What follows belongs to an exercise in optimizing a design on an open flow for small area and a short achievable clock period; a production flow would make more cautious choices.
In this exercise RTL edits were held to simulation tests only and were not proved equivalent to the original.
No activity file was given, so power comes from the tool's default toggle rates.

## the previous run
==> module dmem_responder, before the edit <==
module dmem_responder #(
    parameter int ADDR_W   = 8,
    parameter int READ_LAT = 2
) (
    input  logic        clk,
    input  logic        reset_n,
    input  logic        req_valid,
    input  logic        req_write,
    input  logic [15:0] req_addr,
    input  logic [15:0] req_wdata,
    output logic        req_ready,
    output logic        rsp_valid,
    output logic [15:0] rsp_data,
    output logic [1:0]  wb_count
);
    localparam int DEPTH = 1 << ADDR_W;
    logic              r_rd1;       
    logic              r_rsp;       
    logic              r_ready;     
    logic [1:0]        r_wb_cnt;    
    logic              r_head;      
    logic [15:0]       r_rsp_data;
    logic              r_pend;      
    logic              r_pslot;     
    logic [ADDR_W-1:0] r_raddr;     
    logic [1:0]        r_hit;       
    logic [ADDR_W-1:0] r_wb_addr [2];
    logic [15:0]       r_wb_data [2];
    logic [15:0]       r_mem     [DEPTH];
    logic              w_hs, w_rd_acc, w_wr_acc, w_drain, w_idle;
    logic [1:0]        w_cnt_nxt;
    logic [1:0]        w_occ;
    logic [15:0]       w_fwd_data;
    logic [15:0]       w_mem_rd;
    logic [ADDR_W-1:0] w_req_addr;
    logic [ADDR_W-1:0] w_maddr;
    logic [15:0]       w_mdata;
    logic              w_unused_addr_hi;
    assign w_req_addr       = req_addr[ADDR_W-1:0];
    assign w_unused_addr_hi = ^req_addr[15:ADDR_W];
    assign w_idle   = !r_rd1 && !r_rsp;
    assign w_hs     = req_valid && r_ready;
    assign w_rd_acc = w_hs && !req_write;
    assign w_wr_acc = w_hs && req_write;
    assign w_drain  = w_idle && !w_hs && (r_wb_cnt != 2'd0);
    always_comb begin
        w_cnt_nxt = r_wb_cnt;
        if (w_wr_acc) w_cnt_nxt = r_wb_cnt + 2'd1;
        else if (w_drain) w_cnt_nxt = r_wb_cnt - 2'd1;
    end
    always_ff @(posedge clk or negedge reset_n) begin
        if (!reset_n) begin
            r_rd1      <= 1'b0;
            r_rsp      <= 1'b0;
            r_ready    <= 1'b1;
            r_wb_cnt   <= 2'd0;
            r_head     <= 1'b0;
            r_rsp_data <= 16'h0000;
        end else begin
            r_rd1    <= w_rd_acc;
            r_rsp    <= r_rd1;
            r_ready  <= !w_rd_acc && (w_cnt_nxt != 2'd2);
            r_wb_cnt <= w_cnt_nxt;
            if (w_drain) r_head <= !r_head;
            if (r_rd1) r_rsp_data <= w_fwd_data;
        end
    end
    assign w_occ[0] = r_wb_cnt[1] || (r_wb_cnt[0] && !r_head);
    assign w_occ[1] = r_wb_cnt[1] || (r_wb_cnt[0] &&  r_head);
    always_ff @(posedge clk) begin
        for (int i = 0; i < 2; i++) begin
            if (!w_occ[i]) begin
                r_wb_addr[i] <= w_req_addr;
                r_wb_data[i] <= req_wdata;
            end
        end
        for (int i = 0; i < 2; i++) begin
            r_hit[i] <= w_occ[i] && (r_wb_addr[i] == w_req_addr);
        end
        r_raddr <= w_req_addr;
        r_pend  <= w_drain;
        r_pslot <= r_head;
    end
    assign w_maddr = r_pslot ? r_wb_addr[1] : r_wb_addr[0];
    assign w_mdata = r_pslot ? r_wb_data[1] : r_wb_data[0];
    always_ff @(posedge clk) begin
        if (r_pend) r_mem[w_maddr] <= w_mdata;
    end
    assign w_mem_rd = r_mem[r_raddr];
    always_comb begin
        w_fwd_data = w_mem_rd;
        if (r_hit[1]) w_fwd_data = r_wb_data[1];
        else if (r_hit[0]) w_fwd_data = r_wb_data[0];
    end
    assign req_ready = r_ready;
    assign rsp_valid = r_rsp;
    assign rsp_data  = r_rsp_data;
    assign wb_count  = r_wb_cnt;
endmodule
export LEC_CHECK = 0
export CAP_MARGIN = 20
export CORE_MARGIN = 2
export CORE_UTILIZATION = 45
export SLEW_MARGIN = 20
export SYNTH_MEMORY_MAX_BITS = 8192
create_clock -name core_clock -period 10.0 [get_ports {clk}]
standard.sh (not shown) runs the stock make flow with config.mk's settings and CLKGATE_MAP_FILE= SYNTH_SCRIPT=/design/flow/synth_recipe.tcl, a recipe that flattens the netlist after the stock synthesis.
==> flow/flow/run.sh <==
#!/bin/bash
# Standard ORFS layout (the standard.sh, standard synthesis unchanged), with:
#  * larger clock-tree sink clusters and no dummy loads, so the (still balanced) clock
#    tree uses fewer buffers.
set -euo pipefail
bash standard.sh \
  SETUP_SLACK_MARGIN=6.5 \
  "CTS_ARGS=-sink_clustering_enable -repair_clock_nets -sink_clustering_size 24 -sink_clustering_max_diameter 80 -dont_use_dummy_load" \
  finish > make_finish.log 2>&1
Relative to the previous run, the following input files were edited for the current run:
==> flow/design.v <==
module dmem_responder #(
    parameter int ADDR_W   = 8,
    parameter int READ_LAT = 2
) (
    input  logic        clk,
    input  logic        reset_n,
    input  logic        req_valid,
    input  logic        req_write,
    input  logic [15:0] req_addr,
    input  logic [15:0] req_wdata,
    output logic        req_ready,
    output logic        rsp_valid,
    output logic [15:0] rsp_data,
    output logic [1:0]  wb_count
);
    localparam int DEPTH = 1 << ADDR_W;
    logic              r_rd1;       
    logic              r_idle;      
    logic              r_full;      
    logic              r_nempty;    
    logic              r_head;      
    logic              r_seen;      
    logic              r_rsp;       
    logic              r_ready;     
    logic [1:0]        r_wb_cnt;    
    logic [15:0]       r_rsp_data;  
    logic [15:0]       r_look;      
    logic              r_pend;      
    logic              r_pslot;     
    logic [ADDR_W-1:0] r_raddr;     
    logic [1:0]        r_hit;       
    logic [ADDR_W-1:0] r_wb_addr [2];
    logic [15:0]       r_wb_data [2];
    logic [15:0]       r_mem     [DEPTH];
    logic              w_hs, w_rd_acc, w_wr_acc, w_drain, w_idle;
    logic [1:0]        w_cnt_nxt;
    logic [1:0]        w_occ;
    logic [15:0]       w_fwd_data;
    logic [15:0]       w_mem_rd;
    logic [ADDR_W-1:0] w_req_addr;
    logic [ADDR_W-1:0] w_maddr;
    logic [15:0]       w_mdata;
    logic              w_unused_addr_hi;
    assign w_req_addr       = req_addr[ADDR_W-1:0];
    assign w_unused_addr_hi = ^req_addr[15:ADDR_W];
    assign w_idle   = r_idle;
    assign w_hs     = req_valid && !r_rd1 && !r_full;
    assign w_rd_acc = w_hs && !req_write;
    assign w_wr_acc = w_hs && req_write;
    assign w_drain  = w_idle && !w_hs && r_nempty;
    always_comb begin
        w_cnt_nxt = {r_full, r_nempty && !r_full};
        if (w_wr_acc) w_cnt_nxt = w_cnt_nxt + 2'd1;
        else if (w_drain) w_cnt_nxt = w_cnt_nxt - 2'd1;
    end
    always_ff @(posedge clk or negedge reset_n) begin
        if (!reset_n) begin
            r_rd1      <= 1'b0;
            r_idle     <= 1'b1;
            r_full     <= 1'b0;
            r_nempty   <= 1'b0;
            r_head     <= 1'b0;
            r_seen     <= 1'b0;
            r_rsp      <= 1'b0;
            r_ready    <= 1'b1;
            r_wb_cnt   <= 2'd0;
            r_rsp_data <= 16'h0000;
        end else begin
            r_rd1      <= w_rd_acc;
            r_idle     <= !w_rd_acc && !r_rd1;
            r_full     <= (w_cnt_nxt == 2'd2);
            r_nempty   <= (w_cnt_nxt != 2'd0);
            if (w_drain) r_head <= !r_head;
            if (r_rd1) r_seen <= 1'b1;
            r_rsp      <= r_rd1;
            r_ready    <= !w_rd_acc && (w_cnt_nxt != 2'd2);
            r_wb_cnt   <= w_cnt_nxt;
            r_rsp_data <= r_rd1 ? w_fwd_data : (r_seen ? r_look : 16'h0000);
        end
    end
    assign w_occ[0] = r_full || (r_nempty && !r_head);
    assign w_occ[1] = r_full || (r_nempty &&  r_head);
    always_ff @(posedge clk) begin
        for (int i = 0; i < 2; i++) begin
            if (!w_occ[i]) begin
                r_wb_addr[i] <= w_req_addr;
                r_wb_data[i] <= req_wdata;
            end
        end
        for (int i = 0; i < 2; i++) begin
            r_hit[i] <= w_occ[i] && (r_wb_addr[i] == w_req_addr);
        end
        r_raddr <= w_req_addr;
        if (r_rd1) r_look <= w_fwd_data;
        r_pend  <= w_drain;
        r_pslot <= r_head;
    end
    assign w_maddr = r_pslot ? r_wb_addr[1] : r_wb_addr[0];
    assign w_mdata = r_pslot ? r_wb_data[1] : r_wb_data[0];
    always_ff @(posedge clk) begin
        if (r_pend) r_mem[w_maddr] <= w_mdata;
    end
    assign w_mem_rd = r_mem[r_raddr];
    always_comb begin
        w_fwd_data = w_mem_rd;
        if (r_hit[1]) w_fwd_data = r_wb_data[1];
        else if (r_hit[0]) w_fwd_data = r_wb_data[0];
    end
    assign req_ready = r_ready;
    assign rsp_valid = r_rsp;
    assign rsp_data  = r_rsp_data;
    assign wb_count  = r_wb_cnt;
endmodule
Findings:
Area growth from synthesis to layout in the current run vs the previous run: up 2.2 points
In the flow results for the previous run and the current run, the share of the synthesized area in compound gates (AO/OA/AOI/OAI) is larger on the current run.
Status: worst setup slack parity (the previous run, the current run)
Delta (the current run minus the previous run): clock network fraction of design power now smaller, clock slew seen by the registers of the worst setup and hold paths saw little to no change.
The previous run → the current run: total nets after synthesis rose 2.2%; count of inverters not on the clock network in the layout rose about 14%; fraction of area in clock buffers and inverters about even; met1 routed wirelength after detailed routing rose 5400 um; count of multi-input combinational gates rose about 4.5%.
The placed cell count in the current run was higher than what the previous run gave.
On combinational power, the previous run and the current run are basically level.
Compared the previous run against the current run; shortest period the worst path allows within noise.
On post-route fraction of the period consumed by the critical path, the previous run and the current run are neck and neck.

-- static timing again, ports no longer ideal --
The flow's constraints put no driver on any port. The routed layouts listed below were extracted and timed again, unchanged, in two steps. Step 1: set_driving_cell puts a clkbuf_16 on clk and a buf_2 on each other input, an assumption about the parent block. Step 2 moves the port delays by t, midway between the first and last clock arrival at a register: inputs arrive t later, outputs are due t later. That takes back most of the time a late clock gives input paths. Slacks: ideal ports / drivers / drivers and shift; pairs: ideal ports / drivers.
run	t (ns)	setup WS [ns]	worst data-port slew with drivers (ns)	pins driven straight from the clock port
the previous run	1.059	6.353 / 6.241 / 6.122	0.25	1
the current run	0.998	6.355 / 6.278 / 6.355	0.17	1
After both steps setup and hold are still met in every run listed. For the previous run, which loses most, drivers alone change the setup slack by -0.112 ns; drivers and shift together by -0.231 ns.
